This is an optimization exercise on Yosys and OpenROAD, whose aim is small area, not a production implementation.
Only simulation tests tie the RTL to the original design; equivalence was not proved.
No activity file was given, so power comes from the tool's default toggle rates.

<file path="flow/config.mk">
export PLATFORM = sky130hd
export DESIGN_NAME = datapath
export DESIGN_NICKNAME = datapath
export VERILOG_FILES = /design/flow/design.v
export SDC_FILE = /design/flow/constraint.sdc
export NUM_CORES = 8
export LEC_CHECK = 0
export CAP_MARGIN = 20
export CORE_MARGIN = 2
export CORE_UTILIZATION = 40
export SLEW_MARGIN = 20
export SYNTH_HIERARCHICAL = 1
</file>
<file path="flow/constraint.sdc">
create_clock -name core_clock -period 12.0 [get_ports {clk}]
set_input_delay 2.4000 -clock core_clock [delete_from_list [all_inputs] [get_ports {clk}]]
set_output_delay 2.4000 -clock core_clock [all_outputs]
set_load 0.01 [all_outputs]
</file>
<file path="flow/design.v">
`default_nettype none
package datapath_pkg;
    localparam logic [1:0]  c_OP_DP  = 2'b00;
    localparam logic [1:0]  c_OP_MEM = 2'b01;
    localparam logic [1:0]  c_OP_BR  = 2'b10;
    localparam logic [3:0]  c_CMD_AND = 4'b0000;
    localparam logic [3:0]  c_CMD_SUB = 4'b0010;
    localparam logic [3:0]  c_CMD_ADD = 4'b0100;
    localparam logic [3:0]  c_CMD_ORR = 4'b1100;
    localparam logic [3:0]  c_CMD_MOV = 4'b1101;
    localparam logic [31:0] c_RESET_PC = 32'h0000_0000;
    localparam int          c_NUM_REGS = 15;
endpackage
`default_nettype wire
`default_nettype none
module datapath_regfile
(
    input  logic        clk,
    input  logic [14:0] i_we,       
    input  logic [31:0] i_wdata,    
    output logic [479:0] o_q        
);
    for (genvar i = 0; i < datapath_pkg::c_NUM_REGS; i++) begin : g_reg
        logic [31:0] r_q;
        always_ff @(posedge clk) begin
            if (i_we[i]) begin
                r_q <= i_wdata;
            end
        end
        assign o_q[32*i +: 32] = r_q;
    end
endmodule
module datapath_aoi222
(
    input  logic a1, a2, b1, b2, c1, c2,
    output logic y
);
    assign y = ~((a1 & a2) | (b1 & b2) | (c1 & c2));
endmodule
module datapath_aoi22
(
    input  logic a1, a2, b1, b2,
    output logic y
);
    assign y = ~((a1 & a2) | (b1 & b2));
endmodule
module datapath_rmux
#(
    parameter int N   = 16,
    parameter bit INV = 1'b0
)
(
    input  logic [N-1:0] i_sel,
    input  logic [N-1:0] i_d,
    input  logic         i_inv,
    output logic         o_q
);
    localparam int G3 = N / 3;
    localparam int R  = N - 3 * G3;
    localparam int NG = G3 + ((R != 0) ? 1 : 0);
    logic [NG-1:0] w_n;
    for (genvar g = 0; g < G3; g++) begin : g_aoi
        datapath_aoi222 u_aoi (
            .a1(i_sel[3*g]),   .a2(i_d[3*g]),
            .b1(i_sel[3*g+1]), .b2(i_d[3*g+1]),
            .c1(i_sel[3*g+2]), .c2(i_d[3*g+2]),
            .y (w_n[g])
        );
    end
    if (R == 2) begin : g_r2
        datapath_aoi22 u_aoi (
            .a1(i_sel[3*G3]),   .a2(i_d[3*G3]),
            .b1(i_sel[3*G3+1]), .b2(i_d[3*G3+1]),
            .y (w_n[G3])
        );
    end else if (R == 1) begin : g_r1
        assign w_n[G3] = ~(i_sel[3*G3] & i_d[3*G3]);
    end
    if (INV) begin : g_inv
        assign o_q = (~&w_n) ^ i_inv;
    end else begin : g_noinv
        assign o_q = ~&w_n;
    end
endmodule
`default_nettype wire
`default_nettype none
module datapath
#(
    parameter logic [31:0] RESET_PC = datapath_pkg::c_RESET_PC
)
(
    input  logic        clk,
    input  logic        reset,
    input  logic [31:0] instr,
    input  logic [31:0] read_data,
    output logic [31:0] pc,
    output logic [31:0] addr_data,
    output logic [31:0] write_data,
    output logic        we
);
    logic [1:0]  w_op;
    logic        w_imm;
    logic [3:0]  w_cmd;
    logic [3:0]  w_rn;
    logic [3:0]  w_rd;
    logic [3:0]  w_rm;
    logic        w_up;
    logic        w_load;
    assign w_op   = instr[27:26];
    assign w_imm  = instr[25];
    assign w_cmd  = instr[24:21];
    assign w_up   = instr[23];
    assign w_load = instr[20];
    assign w_rn   = instr[19:16];
    assign w_rd   = instr[15:12];
    assign w_rm   = instr[3:0];
    logic w_is_dp, w_is_mem, w_is_br;
    assign w_is_dp  = (w_op == datapath_pkg::c_OP_DP);
    assign w_is_mem = (w_op == datapath_pkg::c_OP_MEM);
    assign w_is_br  = (w_op == datapath_pkg::c_OP_BR);
    logic w_cmd_add, w_cmd_sub, w_cmd_and, w_cmd_orr, w_cmd_mov;
    assign w_cmd_add = (w_cmd == datapath_pkg::c_CMD_ADD);
    assign w_cmd_sub = (w_cmd == datapath_pkg::c_CMD_SUB);
    assign w_cmd_and = (w_cmd == datapath_pkg::c_CMD_AND);
    assign w_cmd_orr = (w_cmd == datapath_pkg::c_CMD_ORR);
    assign w_cmd_mov = (w_cmd == datapath_pkg::c_CMD_MOV);
    logic w_dp_arith, w_dp_logic, w_dp_valid;
    assign w_dp_arith = w_is_dp & (w_cmd_add | w_cmd_sub);
    assign w_dp_logic = w_is_dp & (w_cmd_and | w_cmd_orr);
    assign w_dp_valid = w_is_dp & (w_cmd_add | w_cmd_sub | w_cmd_and | w_cmd_orr | w_cmd_mov);
    logic w_a_en;
    assign w_a_en = w_dp_arith | w_dp_logic | w_is_mem;
    logic w_b_reg_en, w_b_imm_lo_en, w_b_imm_hi_en;
    assign w_b_reg_en    = w_dp_valid & ~w_imm;
    assign w_b_imm_lo_en = (w_dp_valid & w_imm) | w_is_mem;
    assign w_b_imm_hi_en = w_is_mem;
    logic w_sub;
    assign w_sub = (w_is_dp & w_cmd_sub) | (w_is_mem & ~w_up);
    logic [31:2] r_pc;
    logic [31:3] w_pc_inc;       
    logic [31:0] w_pc_plus8;
    assign w_pc_inc   = r_pc[31:3] + 29'd1;
    assign w_pc_plus8 = {w_pc_inc, r_pc[2], RESET_PC[1:0]};
    logic [15:0] w_dec_rn, w_dec_rd, w_dec_rm;
    always_comb begin
        for (int k = 0; k < 16; k++) begin
            w_dec_rn[k] = (w_rn == 4'(k));
            w_dec_rd[k] = (w_rd == 4'(k));
            w_dec_rm[k] = (w_rm == 4'(k));
        end
    end
    logic [15:0] w_sel_a, w_sel_b, w_sel_d;
    assign w_sel_a = {(w_dec_rn[15] & w_a_en) | w_is_br, w_dec_rn[14:0] & {15{w_a_en}}};
    assign w_sel_b = w_dec_rm & {16{w_b_reg_en}};
    assign w_sel_d = w_dec_rd;
    logic        w_reg_wen;
    logic [14:0] w_we;
    logic [31:0] w_wdata;
    logic [479:0] w_regs;
    datapath_regfile u_regfile (
        .clk     (clk),
        .i_we    (w_we),
        .i_wdata (w_wdata),
        .o_q     (w_regs)
    );
    logic [31:0] w_a;
    logic [31:0] w_bx;       
    logic [31:0] w_rd_val;
    for (genvar b = 0; b < 32; b++) begin : g_bit
        logic [15:0] w_col;
        for (genvar k = 0; k < 15; k++) begin : g_col
            assign w_col[k] = w_regs[32*k + b];
        end
        assign w_col[15] = w_pc_plus8[b];
        datapath_rmux #(.N(16)) u_ma (.i_sel(w_sel_a), .i_d(w_col), .i_inv(1'b0), .o_q(w_a[b]));
        datapath_rmux #(.N(16)) u_md (.i_sel(w_sel_d), .i_d(w_col), .i_inv(1'b0), .o_q(w_rd_val[b]));
        if (b < 2) begin : g_b_lo
            datapath_rmux #(.N(17), .INV(1'b1)) u_mb (
                .i_sel ({w_b_imm_lo_en, w_sel_b}),
                .i_d   ({instr[b], w_col}),
                .i_inv (w_sub),
                .o_q   (w_bx[b])
            );
        end else if (b < 12) begin : g_b_mid
            datapath_rmux #(.N(18), .INV(1'b1)) u_mb (
                .i_sel ({w_is_br, (b < 8) ? w_b_imm_lo_en : w_b_imm_hi_en, w_sel_b}),
                .i_d   ({instr[b-2], instr[b], w_col}),
                .i_inv (w_sub),
                .o_q   (w_bx[b])
            );
        end else begin : g_b_hi
            datapath_rmux #(.N(17), .INV(1'b1)) u_mb (
                .i_sel ({w_is_br, w_sel_b}),
                .i_d   ({instr[(b < 26) ? b-2 : 23], w_col}),
                .i_inv (w_sub),
                .o_q   (w_bx[b])
            );
        end
    end
    logic [31:0] w_c, w_g, w_p;
    datapath_adder u_adder (.i_a(w_a), .i_b(w_bx), .i_cin(w_sub), .o_c(w_c), .o_g(w_g), .o_p(w_p));
    logic w_s_c, w_s_g, w_s_p;
    assign w_s_c = ~w_dp_logic;
    assign w_s_g = w_dp_logic;
    assign w_s_p = w_dp_logic & ~w_cmd[3];
    logic [31:0] w_cx_n;
    logic [31:0] w_result;
    for (genvar b = 0; b < 32; b++) begin : g_res
        datapath_aoi222 u_aoi (
            .a1(w_s_c), .a2(w_c[b]),
            .b1(w_s_g), .b2(w_g[b]),
            .c1(w_s_p), .c2(w_p[b]),
            .y (w_cx_n[b])
        );
    end
    for (genvar b = 0; b < 32; b++) begin : g_sum
        datapath_xnor2 u_x (.a(w_p[b]), .b(w_cx_n[b]), .y(w_result[b]));
    end
    logic [31:0] w_sum;
    assign w_sum = w_result;      
    assign w_reg_wen = w_dp_valid | (w_is_mem & w_load);
    logic w_s_ld, w_s_res;
    assign w_s_ld  = w_is_mem & ~reset;
    assign w_s_res = ~w_is_mem & ~reset;
    for (genvar b = 0; b < 32; b++) begin : g_wd
        datapath_ao22 u_ao (.a1(w_s_ld), .a2(read_data[b]), .b1(w_s_res), .b2(w_result[b]), .y(w_wdata[b]));
    end
    assign w_we      = {15{reset}} | (w_dec_rd[14:0] & {15{w_reg_wen}});
    logic w_s_br, w_s_inc, w_s_hold;
    assign w_s_br   = w_is_br & ~reset;
    assign w_s_inc  = ~w_is_br & ~reset & r_pc[2];
    assign w_s_hold = ~w_is_br & ~reset & ~r_pc[2];
    logic [31:2] w_next_pc_n;
    for (genvar b = 3; b < 32; b++) begin : g_npc
        datapath_aoi222 u_aoi (
            .a1(w_s_br),   .a2(w_sum[b]),
            .b1(w_s_inc),  .b2(w_pc_plus8[b]),
            .c1(w_s_hold), .c2(r_pc[b]),
            .y (w_next_pc_n[b])
        );
    end
    assign w_next_pc_n[2] = ~((w_s_br & w_sum[2]) | (w_s_inc | w_s_hold) & ~r_pc[2]);
    always_ff @(posedge clk) begin
        r_pc <= ~w_next_pc_n | ({30{reset}} & RESET_PC[31:2]);
    end
    assign pc         = {r_pc, RESET_PC[1:0]};
    assign addr_data  = w_result;
    assign write_data = w_rd_val;
    assign we         = w_is_mem & ~w_load & ~reset;
endmodule
module datapath_xnor2
(
    input  logic a, b,
    output logic y
);
    assign y = ~(a ^ b);
endmodule
module datapath_ao22
(
    input  logic a1, a2, b1, b2,
    output logic y
);
    assign y = (a1 & a2) | (b1 & b2);
endmodule
module datapath_ha
(
    input  logic a, b,
    output logic g, p
);
    assign g = a & b;
    assign p = a ^ b;
endmodule
module datapath_adder
(
    input  logic [31:0] i_a,
    input  logic [31:0] i_b,
    input  logic        i_cin,
    output logic [31:0] o_c,        
    output logic [31:0] o_g,
    output logic [31:0] o_p
);
    logic [31:0] w_g, w_p;
    for (genvar i = 0; i < 32; i++) begin : g_ha
        datapath_ha u_ha (.a(i_a[i]), .b(i_b[i]), .g(w_g[i]), .p(w_p[i]));
    end
    assign o_g = w_g;
    assign o_p = w_p;
    logic [31:0] w_pg_g, w_pg_p;    
    always_comb begin
        w_pg_g = w_g;
        w_pg_p = w_p;
        w_pg_g[0] = w_g[0] | (w_p[0] & i_cin);
        for (int d = 1; d < 32; d = d * 2) begin
            for (int i = 2 * d - 1; i < 32; i = i + 2 * d) begin
                w_pg_g[i] = w_pg_g[i] | (w_pg_p[i] & w_pg_g[i-d]);
                w_pg_p[i] = w_pg_p[i] & w_pg_p[i-d];
            end
        end
        for (int d = 8; d >= 1; d = d / 2) begin
            for (int i = 3 * d - 1; i < 32; i = i + 2 * d) begin
                w_pg_g[i] = w_pg_g[i] | (w_pg_p[i] & w_pg_g[i-d]);
                w_pg_p[i] = w_pg_p[i] & w_pg_p[i-d];
            end
        end
    end
    assign o_c = {w_pg_g[30:0], i_cin};
endmodule
`default_nettype wire
</file>
<file path="flow/flow/run.sh">
#!/bin/bash
# Own layout flow: the standard ORFS flow (standard.sh), with two changes
# to how the layout is made:
#  - the port buffers are buf_1 instead of the default delay-cell buffer,
#  - the clock tree uses clkbuf_4 buffers on small sink clusters and no
#    dummy loads.
# Synthesis, floorplan, tap cells, power grid, placement, routing and
# finishing are the standard flow's. Each ORFS step writes its own log under
# orfs/logs/; make's own output goes to flow_make.log here.
set -euo pipefail
export BUFFER_PORTS_ARGS="-buffer_cell sky130_fd_sc_hd__buf_1"
export CTS_ARGS="-sink_clustering_enable -repair_clock_nets -dont_use_dummy_load -buf_list sky130_fd_sc_hd__clkbuf_4 -sink_clustering_size 8 -sink_clustering_max_diameter 50"
bash standard.sh > flow_make.log 2>&1
</file>
<file path="flow/standard.sh">
#!/bin/bash
# synth_recipe.tcl (not shown) runs the flow's synth.tcl, then flattens the netlist and writes it again
# the make line also repeats each setting of config.mk as NAME=value (left out here)
make -C /OpenROAD-flow-scripts/flow DESIGN_CONFIG=/design/flow/config.mk WORK_HOME=/design/flow/orfs CLKGATE_MAP_FILE= SYNTH_SCRIPT=/design/flow/synth_recipe.tcl "${@:-finish}"
</file>
==> impl_metrics.env, run 1 <==
export IMPL_status="timing/DRC/antenna clean"
export IMPL_synth_seq_cells=510
export IMPL_synthesis_area_um2=25600
export IMPL_finalWorstSetupSlack_ns=0.891
export IMPL_antenna_found_initial=6
export IMPL_dpl_hpwl_um=77500
export IMPL_fin_nets=2282
export IMPL_synthArstFlopShare=0
export IMPL_required_ns=9.60
export IMPL_grt_setup_unrepaired="no"
export IMPL_ant_nets=0
export IMPL_relSlewSlack=0.270
export IMPL_wl_met1_um=39600
export IMPL_syn_instance_count=1839
export IMPL_gp_congestion=0.995
export IMPL_cts_sinks=510
export IMPL_avgSynthCellArea_um2=13.9
export IMPL_root_buffer="clkbuf_4"
export IMPL_worst_pin_slew_ns=1.09
export IMPL_wl_um=122000
export IMPL_gr_total_overflow=0
export IMPL_htree_levels=3
export IMPL_dpl_cell_area_um2=28400
export IMPL_drive_above_1_share=0.152
export IMPL_finClkSkew_ns=0.113
export IMPL_die_h_um=257
export IMPL_synthFlopType="edfxtp_1"
export IMPL_ctsHoldBuffers=0
export IMPL_startpoint="instr[23]"
export IMPL_grt_pass1_wl_um=169000
export IMPL_r2r_start="r_pc[12]"
export IMPL_pre_cts_slack_ns=1.13
export IMPL_maxSlewViolCount=0
export IMPL_synth_edff_count=480
export IMPL_start_kind="primary input"
export IMPL_combPwrFrac=0.178
export IMPL_clk_latency_ns=0.91
export IMPL_fp_dieW_um=257
export IMPL_highest_layer="met5"
export IMPL_firstDrtPassIters=14
export IMPL_end_kind="primary output"
export IMPL_cts_setup_buffers=0
export IMPL_route_met3_wl_um=21800
export IMPL_ir_drop_v=0.0000710
export IMPL_core_area_um2=63200
export IMPL_syn2layout_area_growth_pct=13.5
export IMPL_via_count=24500
export IMPL_wire_per_inst_um=40.4
export IMPL_finish_utilization=0.460
export IMPL_critPathArrivalTime_ns=8.71
export IMPL_finalSetupViolCount=0
export IMPL_cp_max_fo=16
export IMPL_hp_start="r_pc[31]"
export IMPL_synth_distinct_cells=55
export IMPL_hold_viol=0
export IMPL_pwr_share_seq=0.595
export IMPL_p_leak_uw=0.00969
export IMPL_cts_tree="done"
export IMPL_p_sw_uw=1290
export IMPL_path_class="in2out"
export IMPL_p_per_area_nw_per_um2=139
export IMPL_cap_violations=0
export IMPL_drtIter0Drc=7099
export IMPL_ioPinCount=163
export IMPL_fmax_ghz=0.0900
export IMPL_dr_wl_met2_um=50700
export IMPL_p_sw_frac=0.320
export IMPL_ys_warn_count=9
export IMPL_dieArea_um2=66000
export IMPL_seq_area_frac_synth=0.587
export IMPL_row_count=92
export IMPL_portBuffers=156
export IMPL_timing_final_crit_share=0.926
export IMPL_worst_hold_slack_ns=0.568
export IMPL_vias_per_cell=8.10
export IMPL_start_util=0.405
export IMPL_cts_buffer_depth=3
export IMPL_track_usage=0.359
export IMPL_cts_resized=0
export IMPL_intPower_uw=2750
export IMPL_route_detailed_drc=0
export IMPL_grt_max_degree=33
export IMPL_numCtsBuffers=79
export IMPL_fin_setup_tns_ns=0
export IMPL_clk_pin_slew_worst_paths_ns=0.09
export IMPL_finalInstanceArea_um2=29000
export IMPL_p_clk_frac=0.227
export IMPL_timing_final_crit_period_ns=11.11
export IMPL_grt_pass1_vias=23300
export IMPL_hold_path_class="reg2reg"
[logic make-up (layout without fill, tap and decap cells)]
group,Yosys count,after routing,synth area share
AO/OA/AOI/OAI,688,688,0.260
flip-flops,510,510,0.587
AND/OR/NAND/NOR,457,457,0.0956
XOR/XNOR,92,92,0.0315
other,1,9,0.000147
buffers and inverters,57,392,0.00900
adder cells (fa/ha/maj),33,33,0.0161
multiplexers,1,1,0.000391
[registers in the layout (all words and copies together), names as in the netlist]
register and cells:
r_pc 30, u_regfile.g.r_q 480
[cells in the mapped netlist, types with 5 or more instances]
| cell | n | area, um2 |
|---|---|---|
| nand2_1 | 121 | 454 |
| a22oi_2 | 22 | 275 |
| and3_1 | 75 | 469 |
| dfxtp_1 | 30 | 601 |
| o21bai_1 | 6 | 45.0 |
| nor2_1 | 47 | 176 |
| nor3_1 | 20 | 100 |
| nand4_1 | 105 | 657 |
| a222oi_1 | 551 | 5520 |
| nand2b_1 | 13 | 81.3 |
| o21ai_0 | 15 | 75.1 |
| nor2_2 | 32 | 200 |
| a31oi_1 | 5 | 31.3 |
| nand3_1 | 14 | 70.1 |
| xor2_1 | 11 | 96.3 |
| a22o_1 | 32 | 280 |
| inv_1 | 46 | 173 |
| edfxtp_1 | 480 | 14400 |
| a21oi_1 | 14 | 70.1 |
| nor4_1 | 7 | 43.8 |
| ha_1 | 33 | 413 |
| clkbuf_1 | 5 | 18.8 |
| xnor2_1 | 81 | 709 |
| a21o_1 | 25 | 188 |
[worst max-delay path: stages]
cell      delay (ns)
buf_1           0.29
mux2i_1         0.42
nand3_1         0.40
or4_1           0.67
nor2_4          0.62
a222oi_1        0.28
nand4_1         0.17
nor2_2          0.05
xnor2_1         0.12
ha_1            0.39
a21oi_1         0.26
o21ai_0         0.29
a221oi_2        0.40
o41ai_4         0.23
a21oi_1         0.62
o21ai_0         0.20
a222oi_1        0.41
xnor2_1         0.28
buf_1           0.20
[modules after synthesis, one instance, submodules excluded, excerpt]
module / cells / flip-flops and latches / times used
datapath: 271 / 30 / 1
datapath_adder: 99 / 0 / 1
datapath_ao22: 1 / 0 / 32
datapath_aoi22: 1 / 0 / 22
datapath_aoi222: 1 / 0 / 551
datapath_ha: 1 / 0 / 32
datapath_regfile: 480 / 480 / 1
datapath_xnor2: 1 / 0 / 32
[per-stage QoR]
step	cells	power, uW
3_5_place_dp	2947	3120
4_1_cts	3026	4000
5_1_grt	3028	4150
6_report	3028	4040
3_3_place_gp	2947	3090
2_1_floorplan	1846	2780
[worst paths after layout]
check,endpoint,slack [ns],depth (start not counted)
setup reg to reg,u_regfile.g_reg[13].r_q[31],5.42,18
setup / recovery,addr_data[23],0.89,19
hold reg to reg,r_pc[31],0.57,2
hold / removal,r_pc[31],0.57,2
[layout by cell type, fill, tap and decap left out, drive strengths merged, types with 6 or more instances in the layout]
| master | count |
|---|---|
| nand2 | 121 |
| ha | 33 |
| nand2b | 13 |
| xor2 | 11 |
| edfxtp | 480 |
| xnor2 | 81 |
| nand4 | 106 |
| o21ai | 16 |
| clkbuf | 79 |
| nor3 | 20 |
| conb | 8 |
| nor2 | 79 |
| o21bai | 6 |
| a21oi | 15 |
| buf | 266 |
| a22oi | 22 |
| a222oi | 551 |
| and3 | 75 |
| a21o | 27 |
| inv | 47 |
| a22o | 32 |
| nor4 | 8 |
| nand3 | 14 |
| dfxtp | 30 |
[cell type report]
class	instances	area (um2)
multi-input cells	1279	10800
flip-flops and latches	510	15000
fillers	5732	34100
inverters	47	176
diodes	1	2.50
repair buffers	266	1450
clock buffers	79	593
well taps	846	1060
[per-layer routing]
layer / track usage / up-vias
met2: 0.526 / 2682
met4: 0.251 / 10
met1: 0.455 / 11700
met5: 0 / -
met3: 0.106 / 668
li1: - / 9507
[power groups by stage]
| stage | Clock (uW) | Sequential [uW] | Combinational (uW) |
|---|---|---|---|
| 2_1_floorplan | 0 | 2390 | 390 |
| 3_3_place_gp | 0 | 2410 | 681 |
| 3_5_place_dp | 0 | 2430 | 690 |
| 4_1_cts | 919 | 2390 | 692 |
| 5_1_grt | 983 | 2420 | 747 |
| 6_report | 916 | 2400 | 719 |
==> run 2, diff against run 1 <==
--- a/flow/design.v
+++ b/flow/design.v
@@ -174,5 +174,17 @@
         assign w_col[15] = w_pc_plus8[b];
-        datapath_rmux #(.N(16)) u_ma (.i_sel(w_sel_a), .i_d(w_col), .i_inv(1'b0), .o_q(w_a[b]));
-        datapath_rmux #(.N(16)) u_md (.i_sel(w_sel_d), .i_d(w_col), .i_inv(1'b0), .o_q(w_rd_val[b]));
-        if (b < 2) begin : g_b_lo
+        if (b < 2 && !RESET_PC[b]) begin : g_lo0
+            datapath_rmux #(.N(15)) u_ma (.i_sel(w_sel_a[14:0]), .i_d(w_col[14:0]), .i_inv(1'b0), .o_q(w_a[b]));
+            datapath_rmux #(.N(15)) u_md (.i_sel(w_sel_d[14:0]), .i_d(w_col[14:0]), .i_inv(1'b0), .o_q(w_rd_val[b]));
+        end else begin : g_r15
+            datapath_rmux #(.N(16)) u_ma (.i_sel(w_sel_a), .i_d(w_col), .i_inv(1'b0), .o_q(w_a[b]));
+            datapath_rmux #(.N(16)) u_md (.i_sel(w_sel_d), .i_d(w_col), .i_inv(1'b0), .o_q(w_rd_val[b]));
+        end
+        if (b < 2 && !RESET_PC[b]) begin : g_b_lo0
+            datapath_rmux #(.N(16), .INV(1'b1)) u_mb (
+                .i_sel ({w_b_imm_lo_en, w_sel_b[14:0]}),
+                .i_d   ({instr[b], w_col[14:0]}),
+                .i_inv (w_sub),
+                .o_q   (w_bx[b])
+            );
+        end else if (b < 2) begin : g_b_lo
             datapath_rmux #(.N(17), .INV(1'b1)) u_mb (
--- a/flow/config.mk
+++ b/flow/config.mk
@@ -7,6 +7,6 @@
 export LEC_CHECK = 0
-export CAP_MARGIN = 20
+export CAP_MARGIN = 0
 export CORE_MARGIN = 2
 export CORE_UTILIZATION = 40
-export SLEW_MARGIN = 20
+export SLEW_MARGIN = 0
 export SYNTH_HIERARCHICAL = 1
==> run 2 against run 1 <==
Fmax rose by 0.42%. Setup slack improved by 0.047 ns. Via count fell by 0.14%. Critical endpoint is now addr_data[28]. Largest cell class unchanged. Combinational power fell by 2%. Flip-flop and latch count did not move. Core utilization fell by 0.16 points. Non-clock buffer count fell by 13. Register-to-register slack got worse by 0.53 ns. Clock skew fell by 0.028 ns.
==> impl_metrics.env, run 2 <==
export IMPL_status="timing/DRC/antenna clean"
export IMPL_root_buffer="clkbuf_4"
export IMPL_dieArea_um2=65900
export IMPL_largest_reg_flops=480
export IMPL_fin_nets=2256
export IMPL_gp_congestion=0.964
export IMPL_layout_commonest_cell="a222oi_1"
export IMPL_finalInstanceArea_um2=28900
export IMPL_fin_setup_tns_ns=0
export IMPL_ys_warn_count=9
export IMPL_synth_top_cell_by_area="edfxtp_1"
export IMPL_path_buf_inv=3
export IMPL_finClkSkew_ns=0.0843
export IMPL_hp_start="r_pc[31]"
export IMPL_portBuffers=156
export IMPL_start_kind="primary input"
export IMPL_wl_um=121000
export IMPL_critPathArrivalTime_ns=8.66
export IMPL_worst_pin_slew_ns=1.40
export IMPL_p_leak_uw=0.00961
export IMPL_drtIter0Drc=6707
export IMPL_hold_depth=2
export IMPL_synthArstFlopShare=0
export IMPL_r2r_setup_slack_ns=4.89
export IMPL_r2r_end="u_regfile.g_reg[3].r_q[28]"
export IMPL_drive_above_1_share=0.146
export IMPL_cts_tree="done"
export IMPL_grt_pass1_vias=23400
export IMPL_start_util=0.405
export IMPL_path_class="in2out"
export IMPL_cts_setup_buffers=0
export IMPL_antenna_found_initial=8
export IMPL_clk_latency_ns=0.90
export IMPL_yosysMostFrequentCell="a222oi_1"
export IMPL_grt_setup_unrepaired="no"
export IMPL_yosys_top_cells_area="edfxtp_1 (56%), a222oi_1 (22%), xnor2_1 (2.8%), nand4_1 (2.4%), dfxtp_1 (2.4%)"
export IMPL_seq_area_frac_synth=0.588
export IMPL_clk_pin_slew_worst_paths_ns=0.08
export IMPL_p_per_area_nw_per_um2=139
export IMPL_grt_use_met3=0.129
export IMPL_synthFlopType="edfxtp_1"
export IMPL_synth_commonest_cells="a222oi_1 (551), edfxtp_1 (480), nand2_1 (117)"
export IMPL_htree_levels=3
export IMPL_grtUsageMet1=0.441
export IMPL_firstDrtPassIters=17
export IMPL_relSlewSlack=0.0619
export IMPL_route_detailed_drc=0
export IMPL_hold_viol=0
export IMPL_synth_edff_count=480
export IMPL_core_area_um2=63100
export IMPL_fp_dieW_um=257
export IMPL_cts_sinks=510
export IMPL_r2r_cells=16
export IMPL_end_kind="primary output"
export IMPL_ioPinCount=163
export IMPL_layout_common_cells="a222oi_1 (551), edfxtp_1 (480), buf_1 (156)"
export IMPL_dpl_hpwl_um=76900
export IMPL_synth_seq_cells=510
export IMPL_largestRegisters="u_regfile.g.r_q (480), r_pc (30)"
export IMPL_gr_total_overflow=0
export IMPL_wire_per_inst_um=40.3
export IMPL_cp_max_fo=12
export IMPL_synth_top_area_share=0.564
export IMPL_synthesis_area_um2=25500
export IMPL_grt_use_met2=0.518
export IMPL_gr_max_usage_layer="met2"
export IMPL_timing_final_crit_period_ns=11.06
export IMPL_r2r_start="r_pc[6]"
export IMPL_die_h_um=257
export IMPL_worstHoldEndpoint="r_pc[31]"
export IMPL_dpl_cell_area_um2=28300
export IMPL_syn2layout_area_growth_pct=13.1
export IMPL_track_usage=0.352
export IMPL_required_ns=9.60
export IMPL_ctsHoldBuffers=0
export IMPL_numCtsBuffers=78
export IMPL_via_count=24500
export IMPL_ant_nets=0
export IMPL_ir_drop_v=0.0000842
export IMPL_hold_path_class="reg2reg"
export IMPL_synth_distinct_cells=56
export IMPL_cap_violations=0
export IMPL_fmax_ghz=0.0904
export IMPL_syn_instance_count=1833
export IMPL_path_delay_family="compound AO/OA/AOI/OAI gates"
export IMPL_critPathMaxStageDelay_ns=0.93
export IMPL_finalSetupViolCount=0
export IMPL_slowest_stage="o41ai_4"
export IMPL_cts_resized=0
export IMPL_vias_per_cell=8.13
export IMPL_largest_register="u_regfile.g.r_q"
export IMPL_avgSynthCellArea_um2=13.9
export IMPL_path_cells="buf_1 > mux2i_1 > nand3_1 > or4_1 > nor2_4 > buf_4 > a222oi_1 > nand3_1 > a211oi_2 > xnor2_1 > ha_1 > nand2_1 > o21ai_2 > a21oi_2 > o41ai_4 > a21oi_1 > o21ai_0 > a222oi_1 > xnor2_1 > buf_1"
export IMPL_row_count=92
export IMPL_grt_pass1_wl_um=166000
export IMPL_maxSlewViolCount=0
export IMPL_cts_buffer_depth=3
export IMPL_timing_final_crit_share=0.922
export IMPL_grt_max_degree=33
[run 2: stage by stage]
step	std cells	hold WS (ns)	setup WS, ns	utilization	total power [uW]
after detailed placement	2923	0.558	1.21	0.448	3100
final	3014	0.582	0.938	0.458	4020
after global routing	3009	0.624	0.806	0.458	4140
after floorplan	1834	0.567	1.33	-	2770
after CTS	3001	0.582	1.19	0.458	3980
after global placement	2923	0.549	1.27	0.448	3070
[run 2: worst max path at each step]
stage	start	endpoint	depth (start not counted)
floorplan	instr[23]	addr_data[31]	16
global placement	instr[23]	addr_data[28]	20
detailed placement	instr[23]	addr_data[28]	20
CTS	instr[23]	addr_data[28]	20
global route	instr[23]	addr_data[28]	20
finish	instr[23]	addr_data[28]	20
[run 2: cell families (layout without fill, tap and decap cells)]
family,count (synthesis),after routing,share of synthesized area
compound gates,688,688,0.261
flops,510,510,0.588
simple gates,451,451,0.0944
xor+xnor,92,92,0.0315
buf+inv,57,378,0.00901
fa+ha+maj,33,33,0.0162
other cells,1,15,0.000147
mux,1,1,0.000392
[run 2: cell type report]
cell class	instances	area, um2
Tap cell	846	1060
Timing Repair Buffer	253	1310
Clock buffer	78	586
Fill cell	5774	34200
Inverter	47	176
Sequential cell	510	15000
Antenna cell	13	32.5
Multi-Input combinational cell	1267	10700
[run 2: modules after synthesis (local to each module, per instance), a selection]
| module | copies in the design | flip-flops and latches | cells | cell area, um2 |
|---|---|---|---|---|
| datapath_aoi22 | 20 | 0 | 1 | 12.5 |
| datapath_adder | 1 | 0 | 99 | 616 |
| datapath_ao22 | 32 | 0 | 1 | 8.76 |
| datapath_xnor2 | 32 | 0 | 1 | 8.76 |
| datapath_regfile | 1 | 480 | 480 | 14400 |
| datapath | 1 | 30 | 271 | 1960 |
| datapath_aoi222 | 551 | 0 | 1 | 10.0 |
| datapath_ha | 32 | 0 | 1 | 12.5 |
[run 2: power by group]
group / leakage, uW / switching (uW) / total [uW] / internal [uW]
Sequential: 0.00517 / 167 / 2400 / 2230
Combinational: 0.00408 / 501 / 707 / 206
Clock: 0.000359 / 615 / 912 / 297
Total: 0.00961 / 1280 / 4020 / 2730
[run 2: routing by layer]
metal | share of wire | wire length [um] | vias up
li1 | - | - | 9462
met1 | 0.33 | 40200 | 11800
met2 | 0.42 | 51100 | 2662
met3 | 0.18 | 22000 | 540
met4 | 0.067 | 8100 | 6
met5 | 0.00035 | 42 | -
[run 2: tightest hold or removal path, cell delays in order, from the launching register on]
cell and delay, ns:
dfxtp_1 0.38, a222oi_1 0.11, inv_1 0.07
==> run 3, diff against run 2 <==
--- a/flow/flow/run.sh
+++ b/flow/flow/run.sh
@@ -11,3 +11,3 @@
 export BUFFER_PORTS_ARGS="-buffer_cell sky130_fd_sc_hd__buf_1"
-export CTS_ARGS="-sink_clustering_enable -repair_clock_nets -dont_use_dummy_load -buf_list sky130_fd_sc_hd__clkbuf_4 -sink_clustering_size 8 -sink_clustering_max_diameter 50"
+export CTS_ARGS="-sink_clustering_enable -repair_clock_nets -dont_use_dummy_load -buf_list sky130_fd_sc_hd__clkbuf_4 -sink_clustering_size 9 -sink_clustering_max_diameter 55"
 bash standard.sh > flow_make.log 2>&1
==> run 3 against run 2 <==
Fmax down 0.63%. Cell count down 0.36%. Non-clock buffer count unchanged. First-iteration DRC count down 2.5%. Register-to-register slack worse by 0.08 ns. Clock skew down 0.023 ns. Combinational power about the same. Worst hold slack better by 0.0012 ns. Total power down 0.95%. Critical endpoint unchanged.
==> impl_metrics.env, run 3 <==
export IMPL_dieArea_um2=65900
export IMPL_syn2layout_area_growth_pct=12.8
export IMPL_path_cells="buf_1 > mux2i_1 > nand3_1 > or4_1 > nor2_4 > buf_4 > a222oi_1 > nand3_1 > a211oi_2 > xnor2_1 > ha_1 > nand2_1 > o21ai_2 > a21oi_2 > o41ai_4 > a21oi_1 > o21ai_0 > a222oi_1 > xnor2_1 > buf_1"
export IMPL_fin_setup_tns_ns=0
export IMPL_pre_cts_slack_ns=1.21
export IMPL_synth_compound_area_share=0.261
export IMPL_synth_xor_area_share=0.0315
export IMPL_timing_final_crit_share=0.928
export IMPL_required_ns=9.60
export IMPL_ys_warn_count=9
export IMPL_hold_viol=0
export IMPL_largest_reg_flops=480
export IMPL_cts_setup_buffers=0
export IMPL_synth_seq_cells=510
export IMPL_fmax_ghz=0.0898
export IMPL_r2r_end="u_regfile.g_reg[7].r_q[28]"
export IMPL_p_sw_frac=0.320
export IMPL_fillers=5779
export IMPL_path_class="in2out"
export IMPL_worst_pin_slew_ns=1.39
export IMPL_gp_congestion=0.964
export IMPL_fin_nets=2248
export IMPL_muxShareOfSynthArea=0.000392
export IMPL_timing_final_crit_period_ns=11.13
export IMPL_yosys_top_cells_area="edfxtp_1 (56%), a222oi_1 (22%), xnor2_1 (2.8%), nand4_1 (2.4%), dfxtp_1 (2.4%)"
export IMPL_synth_top_cell_by_area="edfxtp_1"
export IMPL_via_count=24600
export IMPL_hp_start="r_pc[11]"
export IMPL_clk_latency_ns=0.88
export IMPL_drive_above_1_share=0.143
export IMPL_r2r_cells=16
export IMPL_synth_fa_ha_area_frac=0.0162
export IMPL_fp_dieW_um=257
export IMPL_route_detailed_drc=0
export IMPL_p_sw_uw=1270
export IMPL_maxSlewViolCount=0
export IMPL_cts_sinks=510
export IMPL_wire_per_inst_um=40.3
export IMPL_wl_um=121000
export IMPL_cts_tree="done"
export IMPL_die_h_um=257
export IMPL_largest_register="u_regfile.g.r_q"
export IMPL_p_clk_frac=0.220
export IMPL_hold_depth=2
export IMPL_critPathMaxStageDelay_ns=0.93
export IMPL_htree_levels=3
export IMPL_synth_top_area_share=0.564
export IMPL_cts_resized=0
export IMPL_cts_buffer_depth=3
export IMPL_syn_instance_count=1833
export IMPL_layout_commonest_cell="a222oi_1"
export IMPL_grt_setup_unrepaired="no"
export IMPL_synth_edff_count=480
export IMPL_synthArstFlopShare=0
export IMPL_cap_violations=0
export IMPL_status="timing/DRC/antenna clean"
export IMPL_p_per_area_nw_per_um2=138
export IMPL_synthesis_area_um2=25500
export IMPL_ir_drop_v=0.0000854
export IMPL_seq_area_frac_synth=0.588
export IMPL_ioPinCount=163
export IMPL_regArea_um2=15000
export IMPL_synth_top_family_by_area="compound AO/OA/AOI/OAI gates"
export IMPL_grt_pass1_wl_um=166000
export IMPL_r2r_start="r_pc[6]"
export IMPL_largestRegisters="u_regfile.g.r_q (480), r_pc (30)"
export IMPL_intPower_uw=2700
export IMPL_finClkSkew_ns=0.0618
export IMPL_p_leak_uw=0.00957
export IMPL_antenna_found_initial=8
export IMPL_layout_common_cells="a222oi_1 (551), edfxtp_1 (480), buf_1 (156)"
export IMPL_hold_path_class="reg2reg"
export IMPL_worstHoldEndpoint="r_pc[11]"
export IMPL_avgSynthCellArea_um2=13.9
export IMPL_row_count=92
export IMPL_numCtsBuffers=70
export IMPL_start_kind="primary input"
export IMPL_yosysMostFrequentCell="a222oi_1"
export IMPL_synth_distinct_cells=56
export IMPL_firstDrtPassIters=15
export IMPL_stdcell_count=3003
export IMPL_clk_pin_slew_worst_paths_ns=0.10
export IMPL_core_area_um2=63100
export IMPL_root_buffer="clkbuf_4"
export IMPL_pwr_share_seq=0.602
export IMPL_cp_max_fo=12
export IMPL_p_total_uw=3980
export IMPL_start_util=0.405
export IMPL_vias_per_cell=8.18
export IMPL_r2r_setup_slack_ns=4.81
export IMPL_synth_commonest_cells="a222oi_1 (551), edfxtp_1 (480), nand2_1 (117)"
export IMPL_relSlewSlack=0.0714
export IMPL_slowest_stage="o41ai_4"
export IMPL_dpl_hpwl_um=76900
export IMPL_gr_total_overflow=0
export IMPL_combPwrFrac=0.178
export IMPL_end_kind="primary output"
export IMPL_ctsHoldBuffers=0
export IMPL_dp_cells=2923
export IMPL_track_usage=0.351
export IMPL_grt_pass1_vias=23400
export IMPL_finalWorstSetupSlack_ns=0.868
export IMPL_ant_nets=0
export IMPL_drtIter0Drc=6540
export IMPL_critPathArrivalTime_ns=8.73
export IMPL_synthFlopType="edfxtp_1"
export IMPL_portBuffers=156
export IMPL_finalSetupViolCount=0
export IMPL_multi_input_comb_area_um2=10700
export IMPL_grt_max_degree=33
export IMPL_synth_simple_gate_area_share=0.0944
run 3: cell counts after synthesis:
No cell type changed its count.
run 3: modules after synthesis (local to each module, per instance), a selection:
module            copies in the design  flops+latches
datapath_aoi222                    551              0
datapath_regfile                     1            480
datapath_ao22                       32              0
datapath                             1             30
datapath_aoi22                      20              0
datapath_adder                       1              0
datapath_xnor2                      32              0
datapath_ha                         32              0
run 3: cells by family after synthesis:
kind of cell,after synthesis
xor gates and xnor gates,92
adders and majority gates,33
and+or+nand+nor,451
AOI/OAI and AO/OA,688
muxes,1
other,1
buffers and inverters,57
DFF,510
run 3: worst max path at each step:
stage               from            end  cells after the start
4_1_cts        instr[23]  addr_data[28]                     20
3_3_place_gp   instr[23]  addr_data[28]                     20
6_report       instr[23]  addr_data[28]                     20
5_1_grt        instr[23]  addr_data[28]                     20
3_5_place_dp   instr[23]  addr_data[28]                     20
2_1_floorplan  instr[23]  addr_data[31]                     16
run 3: routing by layer:
layer  share of wire  GRT usage  up-vias  routed length, um
met5         0.00076    0.00512        -                 92
met4           0.066      0.207       10               8000
met3            0.18      0.124      552              21800
met2            0.42      0.523     2699              51300
met1            0.33      0.440    11900              40100
li1                -          -     9441                  -
run 3: cell type report:
class / count / share of cell area
Sequential cell: 510 / 0.521
Inverter: 47 / 0.00612
Tap cell: 846 / 0.0367
Clock buffer: 70 / 0.0182
Timing Repair Buffer: 253 / 0.0456
Multi-Input combinational cell: 1267 / 0.372
Antenna cell: 10 / 0.000868
run 3: power groups by stage:
stage                     sequential, uW  combinational [uW]  clock [uW]
after floorplan                     2380                 384           0
after global placement              2410                 669           0
after detailed placement            2430                 679           0
after CTS                           2380                 681         873
after global routing                2410                 733         941
final                               2400                 706         875
run 3: metrics by stage:
stage	instance area, um2	hold WS (ns)	util
6_report	28800	0.583	0.457
5_1_grt	28800	0.625	0.457
4_1_cts	28800	0.584	0.457
3_5_place_dp	28300	0.558	0.448
3_3_place_gp	28300	0.549	0.448
2_1_floorplan	25600	0.567	-
run 3: worst max-delay path: cells and delay by family:
kind | cells | cell delay, ns
buffers and inverters | 3 | 0.87
AO/OA/AOI/OAI | 8 | 2.20
adder cells (fa/ha/maj) | 1 | 0.39
multiplexers | 1 | 0.46
AND/OR/NAND/NOR | 5 | 1.71
XOR/XNOR | 2 | 0.68
==> run 4, diff against run 3 <==
==> flow/flow/run.sh (replaced) <==
#!/bin/bash
# Own layout flow: the standard ORFS flow (standard.sh), with three changes
# to how the layout is made:
#  - after floorplanning, combinational cells that synthesis upsized go back
#    to drive strength 1 (flow/downsize.tcl); placement's repair then resizes
#    or buffers where a net needs it,
#  - the port buffers are buf_1 instead of the default delay-cell buffer,
#  - the clock tree uses clkbuf_4 buffers on small sink clusters and no
#    dummy loads.
# Synthesis, floorplan, tap cells, power grid, placement, routing and
# finishing are otherwise the standard flow's. Each ORFS step writes its own
# log under orfs/logs/; make's own output goes to flow_make.log here.
set -euo pipefail
export POST_FLOORPLAN_TCL="$PWD/flow/downsize.tcl"
export BUFFER_PORTS_ARGS="-buffer_cell sky130_fd_sc_hd__buf_1"
export CTS_ARGS="-sink_clustering_enable -repair_clock_nets -dont_use_dummy_load -buf_list sky130_fd_sc_hd__clkbuf_4 -sink_clustering_size 8 -sink_clustering_max_diameter 50"
bash standard.sh > flow_make.log 2>&1
==> flow/flow/downsize.tcl (new file) <==
# Swap every combinational cell that synthesis gave a drive strength above 1
# for the drive-1 cell of the same function; the placement-stage repair
# resizes or buffers again where a net needs the drive.
set db [ord::get_db]
set n 0
foreach inst [[ord::get_db_block] getInsts] {
  set m [[$inst getMaster] getName]
  if {![regexp {^(sky130_fd_sc_hd__[a-z0-9]+)_([0-9]+)$} $m -> base drv]} { continue }
  if {$drv <= 1} { continue }
  if {[regexp {df|dl|edf|sdf|conb|tap|fill|decap|clk|diode} $base]} { continue }
  set new "${base}_1"
  if {[$db findMaster $new] == "NULL"} { continue }
  if {[catch {replace_cell [$inst getName] $new}]} { continue }
  incr n
}
puts "downsize hook: swapped $n cells to drive 1"
==> run 4 against run 3 <==
Sequential power about the same. Clock skew is 0.051 ns higher. Synthesized cell count unchanged. Core utilization shrank 0.073 points. Synthesized area stayed put. Critical path type unchanged. Flip-flop and latch count unchanged. Critical path depth rose by 3. Highest routed layer unchanged. First-iteration DRC count is 16% higher. Die area did not move.
==> impl_metrics.env, run 4 <==
export IMPL_hold_viol=0
export IMPL_p_sw_frac=0.318
export IMPL_synthArstFlopShare=0
export IMPL_ant_nets=0
export IMPL_grt_setup_unrepaired="no"
export IMPL_p_sw_uw=1270
export IMPL_row_count=92
export IMPL_drive_above_1_share=0.121
export IMPL_avgSynthCellArea_um2=13.9
export IMPL_yosysMostFrequentCell="a222oi_1"
export IMPL_portBuffers=156
export IMPL_cap_violations=0
export IMPL_syn2layout_area_growth_pct=12.6
export IMPL_required_ns=9.60
export IMPL_drtIter0Drc=7615
export IMPL_die_h_um=257
export IMPL_grt_max_degree=33
export IMPL_path_class="in2out"
export IMPL_layout_common_cells="a222oi_1 (551), edfxtp_1 (480), buf_1 (156)"
export IMPL_synth_top_cell_by_area="edfxtp_1"
export IMPL_end_kind="primary output"
export IMPL_vias_per_cell=8.17
export IMPL_yosys_top_cells_area="edfxtp_1 (56%), a222oi_1 (22%), xnor2_1 (2.8%), nand4_1 (2.4%), dfxtp_1 (2.4%)"
export IMPL_p_per_area_nw_per_um2=139
export IMPL_dpl_hpwl_um=77400
export IMPL_timing_final_crit_period_ns=10.93
export IMPL_firstDrtPassIters=22
export IMPL_via_count=24700
export IMPL_cp_max_fo=17
export IMPL_timing_final_crit_share=0.911
export IMPL_route_detailed_drc=0
export IMPL_intPower_uw=2730
export IMPL_layout_commonest_cell="a222oi_1"
export IMPL_syn_instance_count=1833
export IMPL_path_cells="buf_1 > mux2i_1 > nand3_1 > or4_1 > nor2_4 > buf_4 > a222oi_1 > nand4_1 > nor2_1 > xnor2_1 > ha_1 > a21oi_1 > o21ai_1 > a21oi_1 > buf_4 > o41ai_2 > buf_4 > a21oi_1 > inv_1 > a21o_1 > a222oi_1 > xnor2_1 > buf_1"
export IMPL_dieArea_um2=65900
export IMPL_ys_warn_count=9
export IMPL_critPathArrivalTime_ns=8.53
export IMPL_core_area_um2=63100
export IMPL_gp_congestion=0.974
export IMPL_path_delay_family="simple AND/OR/NAND/NOR gates"
export IMPL_ir_drop_v=0.0000767
export IMPL_combPwrFrac=0.176
export IMPL_antenna_found_initial=8
export IMPL_hold_path_class="reg2reg"
export IMPL_largest_reg_flops=480
export IMPL_clk_latency_ns=0.93
export IMPL_worst_pin_slew_ns=1.26
export IMPL_synth_top_area_share=0.564
export IMPL_synth_distinct_cells=56
export IMPL_fin_nets=2273
export IMPL_largestRegisters="u_regfile.g.r_q (480), r_pc (30)"
export IMPL_p_leak_uw=0.00962
export IMPL_ioPinCount=163
export IMPL_critPathMaxStageDelay_ns=0.69
export IMPL_cts_sinks=510
export IMPL_clk_pin_slew_worst_paths_ns=0.09
export IMPL_track_usage=0.362
export IMPL_synth_seq_cells=510
export IMPL_cts_setup_buffers=0
export IMPL_maxSlewViolCount=0
export IMPL_relSlewSlack=0.163
export IMPL_fmax_ghz=0.0915
export IMPL_numCtsBuffers=78
export IMPL_start_kind="primary input"
export IMPL_wire_per_inst_um=40.8
export IMPL_finalInstanceArea_um2=28800
export IMPL_slowest_stage="nor2_4"
export IMPL_grt_pass1_vias=23500
export IMPL_largest_register="u_regfile.g.r_q"
export IMPL_fin_setup_tns_ns=0
export IMPL_status="timing/DRC/antenna clean"
export IMPL_r2r_setup_slack_ns=5.61
export IMPL_finClkSkew_ns=0.112
export IMPL_path_buf_inv=6
export IMPL_root_buffer="clkbuf_4"
export IMPL_synthesis_area_um2=25500
export IMPL_seq_area_frac_synth=0.588
export IMPL_p_clk_frac=0.225
export IMPL_dpl_cell_area_um2=28200
export IMPL_pwr_share_seq=0.598
export IMPL_gr_total_overflow=0
export IMPL_fp_dieW_um=257
export IMPL_finalSetupViolCount=0
export IMPL_cts_buffer_depth=3
export IMPL_cts_tree="done"
export IMPL_grt_pass1_wl_um=170000
export IMPL_wl_um=124000
export IMPL_synthFlopType="edfxtp_1"
export IMPL_ctsHoldBuffers=0
export IMPL_cts_resized=0
export IMPL_htree_levels=3
export IMPL_synth_edff_count=480
export IMPL_start_util=0.405
export IMPL_synth_commonest_cells="a222oi_1 (551), edfxtp_1 (480), nand2_1 (117)"
-- run 4: cell type report --
type	count	area [um2]
multi-input cells	1267	10500
flip-flops and latches	510	15000
repair buffers	270	1450
diodes	9	22.5
well taps	846	1060
fillers	5719	34300
inverters	47	176
clock buffers	78	586
-- run 4: Yosys stat by module, one instance, submodules excluded, a selection --
| module | times used | area [um2] | flip-flops and latches | cells inside |
|---|---|---|---|---|
| datapath_regfile | 1 | 14400 | 480 | 480 |
| datapath | 1 | 1960 | 30 | 271 |
| datapath_ao22 | 32 | 8.76 | 0 | 1 |
| datapath_aoi22 | 20 | 12.5 | 0 | 1 |
| datapath_ha | 32 | 12.5 | 0 | 1 |
| datapath_adder | 1 | 616 | 0 | 99 |
| datapath_xnor2 | 32 | 8.76 | 0 | 1 |
| datapath_aoi222 | 551 | 10.0 | 0 | 1 |
-- run 4: power groups by stage --
stage,Sequential [uW],Clock (uW),Combinational (uW)
2_1_floorplan,2380,0,384
3_3_place_gp,2410,0,669
3_5_place_dp,2430,0,679
4_1_cts,2390,906,681
5_1_grt,2420,972,733
6_report,2400,903,706
-- run 4: routing by layer --
| layer | track usage | part of all wire | wire (um) | up-vias |
|---|---|---|---|---|
| met4 | 0.205 | 0.074 | 9130 | 10 |
| met5 | 0.00658 | 0.00048 | 59 | - |
| li1 | - | - | - | 9483 |
| met3 | 0.147 | 0.19 | 23300 | 650 |
| met2 | 0.531 | 0.41 | 51100 | 2779 |
| met1 | 0.451 | 0.32 | 40100 | 11800 |
-- run 4: kinds of logic after synthesis --
kind of cell | share of synthesized area
other | 0.000147
xor gates and xnor gates | 0.0315
AOI/OAI and AO/OA | 0.261
and+or+nand+nor | 0.0944
DFF | 0.588
muxes | 0.000392
adders and majority gates | 0.0162
buffers and inverters | 0.00901
-- run 4: worst reg2reg max path: stages (launching register included) --
cell and delay [ns]:
dfxtp_1 0.59, nand4_1 0.31, or4_1 0.93, nor2_1 0.24, xor2_1 0.55, a22oi_1 0.22, nand4_1 0.12, nor2_1 0.07
xnor2_1 0.31, ha_1 0.37, nand2_1 0.09, o21ai_0 0.14, a221oi_1 0.35, o21ai_0 0.13, a41o_1 0.29, a21o_1 0.21
a222oi_1 0.35, xnor2_1 0.16, buf_4 0.16, a22o_1 0.48
-- run 4: path summary, 6_finish.rpt --
path | cells past startpoint | to | from
max | 23 | addr_data[21] | instr[23]
min | 2 | r_pc[25] | r_pc[25]
max reg2reg | 19 | u_regfile.g_reg[13].r_q[30] | r_pc[6]
min reg2reg | 2 | r_pc[25] | r_pc[25]
-- run 4: stage by stage --
step	worst slack [ns]	utilization	instances	power (uW)	hold slack (ns)
after CTS	1.34	0.456	3018	3970	0.579
after global routing	0.869	0.456	3024	4120	0.635
after detailed placement	1.35	0.447	2940	3110	0.555
final	1.07	0.456	3027	4010	0.587
after floorplan	1.33	-	1834	2770	0.567
after global placement	1.33	0.447	2940	3080	0.543
==> run 5, diff against run 4 <==
--- a/flow/design.v
+++ b/flow/design.v
@@ -138,2 +138,7 @@
     assign w_sub = (w_is_dp & w_cmd_sub) | (w_is_mem & ~w_up);
+    logic w_sub_x, w_is_br_x, w_b_imm_lo_en_x, w_b_imm_hi_en_x;
+    datapath_drv #(.W(4)) u_drv_bc (
+        .i_n (~{w_sub, w_is_br, w_b_imm_hi_en, w_b_imm_lo_en}),
+        .o   ({w_sub_x, w_is_br_x, w_b_imm_hi_en_x, w_b_imm_lo_en_x})
+    );
     logic [31:2] r_pc;
@@ -152,5 +157,8 @@
     logic [15:0] w_sel_a, w_sel_b, w_sel_d;
-    assign w_sel_a = {(w_dec_rn[15] & w_a_en) | w_is_br, w_dec_rn[14:0] & {15{w_a_en}}};
-    assign w_sel_b = w_dec_rm & {16{w_b_reg_en}};
-    assign w_sel_d = w_dec_rd;
+    datapath_drv #(.W(16)) u_drv_a (
+        .i_n (~{(w_dec_rn[15] & w_a_en) | w_is_br, w_dec_rn[14:0] & {15{w_a_en}}}),
+        .o   (w_sel_a)
+    );
+    datapath_drv #(.W(16)) u_drv_b (.i_n(~(w_dec_rm & {16{w_b_reg_en}})), .o(w_sel_b));
+    datapath_drv #(.W(16)) u_drv_d (.i_n(~w_dec_rd), .o(w_sel_d));
     logic        w_reg_wen;
@@ -183,5 +191,5 @@
             datapath_rmux #(.N(16), .INV(1'b1)) u_mb (
-                .i_sel ({w_b_imm_lo_en, w_sel_b[14:0]}),
+                .i_sel ({w_b_imm_lo_en_x, w_sel_b[14:0]}),
                 .i_d   ({instr[b], w_col[14:0]}),
-                .i_inv (w_sub),
+                .i_inv (w_sub_x),
                 .o_q   (w_bx[b])
@@ -190,5 +198,5 @@
             datapath_rmux #(.N(17), .INV(1'b1)) u_mb (
-                .i_sel ({w_b_imm_lo_en, w_sel_b}),
+                .i_sel ({w_b_imm_lo_en_x, w_sel_b}),
                 .i_d   ({instr[b], w_col}),
-                .i_inv (w_sub),
+                .i_inv (w_sub_x),
                 .o_q   (w_bx[b])
@@ -197,5 +205,5 @@
             datapath_rmux #(.N(18), .INV(1'b1)) u_mb (
-                .i_sel ({w_is_br, (b < 8) ? w_b_imm_lo_en : w_b_imm_hi_en, w_sel_b}),
+                .i_sel ({w_is_br_x, (b < 8) ? w_b_imm_lo_en_x : w_b_imm_hi_en_x, w_sel_b}),
                 .i_d   ({instr[b-2], instr[b], w_col}),
-                .i_inv (w_sub),
+                .i_inv (w_sub_x),
                 .o_q   (w_bx[b])
@@ -204,5 +212,5 @@
             datapath_rmux #(.N(17), .INV(1'b1)) u_mb (
-                .i_sel ({w_is_br, w_sel_b}),
+                .i_sel ({w_is_br_x, w_sel_b}),
                 .i_d   ({instr[(b < 26) ? b-2 : 23], w_col}),
-                .i_inv (w_sub),
+                .i_inv (w_sub_x),
                 .o_q   (w_bx[b])
@@ -214,5 +222,6 @@
     logic w_s_c, w_s_g, w_s_p;
-    assign w_s_c = ~w_dp_logic;
-    assign w_s_g = w_dp_logic;
-    assign w_s_p = w_dp_logic & ~w_cmd[3];
+    datapath_drv #(.W(3)) u_drv_r (
+        .i_n (~{w_dp_logic & ~w_cmd[3], w_dp_logic, ~w_dp_logic}),
+        .o   ({w_s_p, w_s_g, w_s_c})
+    );
     logic [31:0] w_cx_n;
@@ -234,4 +243,6 @@
     logic w_s_ld, w_s_res;
-    assign w_s_ld  = w_is_mem & ~reset;
-    assign w_s_res = ~w_is_mem & ~reset;
+    datapath_drv #(.W(2)) u_drv_w (
+        .i_n (~{~w_is_mem & ~reset, w_is_mem & ~reset}),
+        .o   ({w_s_res, w_s_ld})
+    );
     for (genvar b = 0; b < 32; b++) begin : g_wd
@@ -239,7 +250,8 @@
     end
-    assign w_we      = {15{reset}} | (w_dec_rd[14:0] & {15{w_reg_wen}});
+    datapath_drv #(.W(15)) u_drv_we (.i_n(~({15{reset}} | (w_dec_rd[14:0] & {15{w_reg_wen}}))), .o(w_we));
     logic w_s_br, w_s_inc, w_s_hold;
-    assign w_s_br   = w_is_br & ~reset;
-    assign w_s_inc  = ~w_is_br & ~reset & r_pc[2];
-    assign w_s_hold = ~w_is_br & ~reset & ~r_pc[2];
+    datapath_drv #(.W(3)) u_drv_p (
+        .i_n (~{~w_is_br & ~reset & ~r_pc[2], ~w_is_br & ~reset & r_pc[2], w_is_br & ~reset}),
+        .o   ({w_s_hold, w_s_inc, w_s_br})
+    );
     logic [31:2] w_next_pc_n;
@@ -262,2 +274,21 @@
 endmodule
+module datapath_drv
+#(
+    parameter int W = 1
+)
+(
+    input  logic [W-1:0] i_n,
+    output logic [W-1:0] o
+);
+    for (genvar k = 0; k < W; k++) begin : g_k
+        datapath_inv u_i (.a(i_n[k]), .y(o[k]));
+    end
+endmodule
+module datapath_inv
+(
+    input  logic a,
+    output logic y
+);
+    assign y = ~a;
+endmodule
 module datapath_xnor2
--- a/flow/flow/run.sh
+++ b/flow/flow/run.sh
@@ -4,4 +4,5 @@
 #  - after floorplanning, combinational cells that synthesis upsized go back
-#    to drive strength 1 (flow/downsize.tcl); placement's repair then resizes
-#    or buffers where a net needs it,
+#    to drive strength 1, and inverters become inv_2, which has the same area
+#    (flow/downsize.tcl); placement's repair then resizes or buffers where a
+#    net needs it,
 #  - the port buffers are buf_1 instead of the default delay-cell buffer,
--- a/flow/flow/downsize.tcl
+++ b/flow/flow/downsize.tcl
@@ -1,3 +1,4 @@
 # Swap every combinational cell that synthesis gave a drive strength above 1
-# for the drive-1 cell of the same function; the placement-stage repair
+# for the drive-1 cell of the same function (inverters become inv_2, which has
+# the area of inv_1); the placement-stage repair
 # resizes or buffers again where a net needs the drive.
@@ -5,2 +6,3 @@
 set n 0
+set inv2 [$db findMaster sky130_fd_sc_hd__inv_2]
 foreach inst [[ord::get_db_block] getInsts] {
@@ -8,2 +10,7 @@
   if {![regexp {^(sky130_fd_sc_hd__[a-z0-9]+)_([0-9]+)$} $m -> base drv]} { continue }
+  # inv_2 has the area of inv_1 and twice its drive
+  if {$base eq "sky130_fd_sc_hd__inv"} {
+    if {$drv != 2 && ![catch {replace_cell [$inst getName] sky130_fd_sc_hd__inv_2}]} { incr n }
+    continue
+  }
   if {$drv <= 1} { continue }
--- a/flow/config.mk
+++ b/flow/config.mk
@@ -7,6 +7,6 @@
 export LEC_CHECK = 0
-export CAP_MARGIN = 0
+export CAP_MARGIN = 5
 export CORE_MARGIN = 2
 export CORE_UTILIZATION = 40
-export SLEW_MARGIN = 0
+export SLEW_MARGIN = 5
 export SYNTH_HIERARCHICAL = 1
==> run 5 against run 4 <==
First-iteration DRC count grew 1.0%. Flip-flop and latch count is the same. Clock-buffer cell count grew 1. Die area grew 1.0%. Design area shrank 2.0%. Largest cell class unchanged. Fmax grew 0.64%. Setup slack gained 0.070 ns. Clock skew shrank 0.012 ns.
==> impl_metrics.env, run 5 <==
export IMPL_cts_resized=0
export IMPL_path_common_cell="a21oi_1"
export IMPL_layout_common_cells="a222oi_1 (551), edfxtp_1 (480), buf_1 (156)"
export IMPL_grt_pass1_vias=23800
export IMPL_antenna_found_initial=7
export IMPL_synth_top_area_share=0.559
export IMPL_avgSynthCellArea_um2=13.5
export IMPL_largest_reg_flops=480
export IMPL_muxShareOfSynthArea=0.000388
export IMPL_route_detailed_drc=0
export IMPL_critPathArrivalTime_ns=8.46
export IMPL_ys_warn_count=9
export IMPL_firstDrtPassIters=15
export IMPL_synthArstFlopShare=0
export IMPL_synth_top_family_by_area="compound AO/OA/AOI/OAI gates"
export IMPL_ioPinCount=163
export IMPL_cts_tree="done"
export IMPL_synth_xor_area_share=0.0312
export IMPL_seq_area_frac_synth=0.582
export IMPL_start_util=0.403
export IMPL_syn_instance_count=1907
export IMPL_fillers=5909
export IMPL_track_usage=0.360
export IMPL_critPathMaxStageDelay_ns=0.79
export IMPL_dieArea_um2=66600
export IMPL_end_kind="primary output"
export IMPL_layout_commonest_cell="a222oi_1"
export IMPL_maxSlewViolCount=0
export IMPL_numCtsBuffers=79
export IMPL_clk_pin_slew_worst_paths_ns=0.09
export IMPL_synth_commonest_cells="a222oi_1 (551), edfxtp_1 (480), nand2_1 (140)"
export IMPL_synth_seq_cells=510
export IMPL_dpl_hpwl_um=71000
export IMPL_cap_violations=0
export IMPL_synth_compound_area_share=0.257
export IMPL_drtIter0Drc=7694
export IMPL_gp_congestion=0.930
export IMPL_required_ns=9.60
export IMPL_synth_distinct_cells=55
export IMPL_drive_above_1_share=0.120
export IMPL_path_cells="buf_1 > mux2i_1 > a21oi_1 > nor4b_1 > nand2_1 > inv_2 > a222oi_1 > and3_1 > nand3_1 > ha_1 > a21oi_1 > o21ai_1 > a21oi_1 > o41ai_2 > buf_4 > a21oi_1 > o21ai_0 > a222oi_1 > xnor2_1 > buf_1"
export IMPL_grt_pass1_wl_um=170000
export IMPL_die_h_um=258
export IMPL_grt_max_degree=33
export IMPL_row_count=93
export IMPL_syn2layout_area_growth_pct=9.31
export IMPL_finalWorstSetupSlack_ns=1.14
export IMPL_worst_hold_slack_ns=0.571
export IMPL_fmax_ghz=0.0921
export IMPL_grt_setup_unrepaired="no"
export IMPL_ir_drop_v=0.0000539
export IMPL_synth_top_cell_by_area="edfxtp_1"
export IMPL_cts_buffer_depth=3
export IMPL_path_class="in2out"
export IMPL_fin_setup_tns_ns=0
export IMPL_synthesis_area_um2=25800
export IMPL_gr_total_overflow=0
export IMPL_pre_cts_slack_ns=1.53
export IMPL_cts_setup_buffers=0
export IMPL_root_buffer="clkbuf_4"
export IMPL_fp_dieW_um=258
export IMPL_timing_final_crit_period_ns=10.86
export IMPL_p_per_area_nw_per_um2=144
export IMPL_htree_levels=3
export IMPL_synth_simple_gate_area_share=0.0936
export IMPL_vias_per_cell=8.13
export IMPL_hold_path_class="reg2reg"
export IMPL_via_count=24800
export IMPL_start_kind="primary input"
export IMPL_p_leak_uw=0.00959
export IMPL_wl_um=125000
export IMPL_finClkSkew_ns=0.100
export IMPL_worst_pin_slew_ns=1.38
export IMPL_relSlewSlack=0.0768
export IMPL_status="timing/DRC/antenna clean"
export IMPL_largestRegisters="u_regfile.g.r_q (480), r_pc (30)"
export IMPL_fin_nets=2289
export IMPL_clk_latency_ns=0.90
export IMPL_largest_register="u_regfile.g.r_q"
export IMPL_stdcell_count=3049
export IMPL_cts_sinks=510
export IMPL_cp_max_fo=26
export IMPL_dp_cells=2964
export IMPL_portBuffers=156
export IMPL_timing_final_crit_share=0.905
export IMPL_yosys_top_cells_area="edfxtp_1 (56%), a222oi_1 (21%), xnor2_1 (2.9%), nand4_1 (2.6%), dfxtp_1 (2.3%)"
export IMPL_ctsHoldBuffers=0
export IMPL_core_area_um2=64100
export IMPL_yosysMostFrequentCell="a222oi_1"
export IMPL_slowest_stage="inv_2"
export IMPL_synth_fa_ha_area_frac=0.0160
export IMPL_synth_edff_count=480
export IMPL_wire_per_inst_um=40.9
export IMPL_synthFlopType="edfxtp_1"
export IMPL_hold_viol=0
export IMPL_finalSetupViolCount=0
export IMPL_ant_nets=0
run 5: changes by cell type after synthesis, sizes merged, moves of 4 or more:
cell    delta
a21oi     +16
clkbuf     +6
nand2     +23
o21bai     -4
nor3      -16
and3       -5
nor2b     +10
nand4      +7
a21o      -11
nor2      -27
nand2b     -9
nand3     +14
inv       +73
run 5: final timing paths:
path	from	end	slack, ns	cells past startpoint
worst max-delay path	instr[23]	addr_data[28]	1.14	20
worst min register to register	r_pc[19]	r_pc[19]	0.57	2
worst min-delay path	r_pc[19]	r_pc[19]	0.57	2
worst max register to register	r_pc[3]	u_regfile.g_reg[9].r_q[31]	5.89	20
run 5: Yosys stat by module (local to each module, per instance), excerpt:
module            copies in the design  area, um2  flops+latches  cells
datapath                             1       1940             30    270
datapath_adder                       1        616              0     99
datapath_ao22                       32       8.76              0      1
datapath_aoi22                      20       12.5              0      1
datapath_aoi222                    551       10.0              0      1
datapath_ha                         32       12.5              0      1
datapath_inv                        75       3.75              0      1
datapath_regfile                     1      14400            480    480
datapath_xnor2                      32       8.76              0      1
run 5: cells by family (layout without fill, tap and decap cells):
logic type | Yosys count | in the layout
compound gates | 689 | 689
xor+xnor | 92 | 92
fa+ha+maj | 33 | 33
buf+inv | 135 | 415
flops | 510 | 510
mux | 1 | 1
other cells | 1 | 8
simple gates | 446 | 446
run 5: critical path: cells and delay by family:
| family | cells | cell delay [ns] |
|---|---|---|
| AO/OA/AOI/OAI | 9 | 2.36 |
| buffers and inverters | 4 | 1.56 |
| AND/OR/NAND/NOR | 4 | 1.06 |
| multiplexers | 1 | 0.40 |
| XOR/XNOR | 1 | 0.36 |
| adder cells (fa/ha/maj) | 1 | 0.28 |
run 5: cell type report:
class / count / area [um2] / share of cell area
timing repair buffer: 216 / 1040 / 0.0367
clock buffer: 79 / 593 / 0.0210
sequential: 510 / 15000 / 0.532
multi-input combinational: 1263 / 10000 / 0.356
antenna: 6 / 15.0 / 0.000532
tap: 855 / 1070 / 0.0379
inverter: 120 / 450 / 0.0160
run 5: power breakdown:
part | internal, uW | leakage (uW) | switching [uW] | total, uW
registers | 2230 | 0.00517 | 173 | 2410
logic | 201 | 0.00405 | 523 | 724
clock network | 301 | 0.000363 | 618 | 919
run 5: per-layer routing:
metal / GRT usage / share of wire / vias up
li1: - / - / 9496
met1: 0.438 / 0.32 / 11800
met2: 0.529 / 0.42 / 2831
met3: 0.139 / 0.18 / 684
met4: 0.241 / 0.080 / 2
met5: 0 / 0.00011 / -
run 5: metrics by stage:
stage / util / total power, uW / cell area (um2)
global route: 0.440 / 4170 / 28200
CTS: 0.440 / 4010 / 28200
detailed placement: 0.430 / 3130 / 27600
global placement: 0.430 / 3100 / 27600
finish: 0.440 / 4050 / 28200
floorplan: - / 2790 / 25800

-- afterwards: timing with drivers on the ports --
The flow's constraints put no driver on any port. The routed layouts listed below were extracted and timed again, unchanged, in two steps. Step 1 sets driving cells, clkbuf_16 on the clock port and buf_2 on the other inputs (assumed; they add their load-dependent delay and slew). Step 2, shift: input delay + t, output delay - t, t = (earliest + latest rising clock arrival at the registers) / 2. This alone moves slack from input paths to output paths. Slacks: no drivers / after step 1 / after step 2; pairs: no drivers / after step 1.
run	shift t [ns]	slack for setup (ns)	worst hold slack (ns)	worst data-port slew with drivers (ns)
run 1	0.915	0.891 / 0.864 / 0.864	0.568 / 0.568 / 0.568	0.17
run 2	0.918	0.938 / 0.874 / 0.874	0.582 / 0.582 / 0.582	0.17
run 3	0.903	0.868 / 0.802 / 0.802	0.583 / 0.583 / 0.583	0.18
run 4	0.929	1.071 / 1.041 / 1.041	0.587 / 0.587 / 0.587	0.13
run 5	0.915	1.141 / 1.112 / 1.112	0.571 / 0.571 / 0.571	0.12
After both steps setup and hold are still met in every run listed. The setup slack of run 3, which loses most, moves by -0.066 ns with the drivers and by -0.066 ns with both steps.
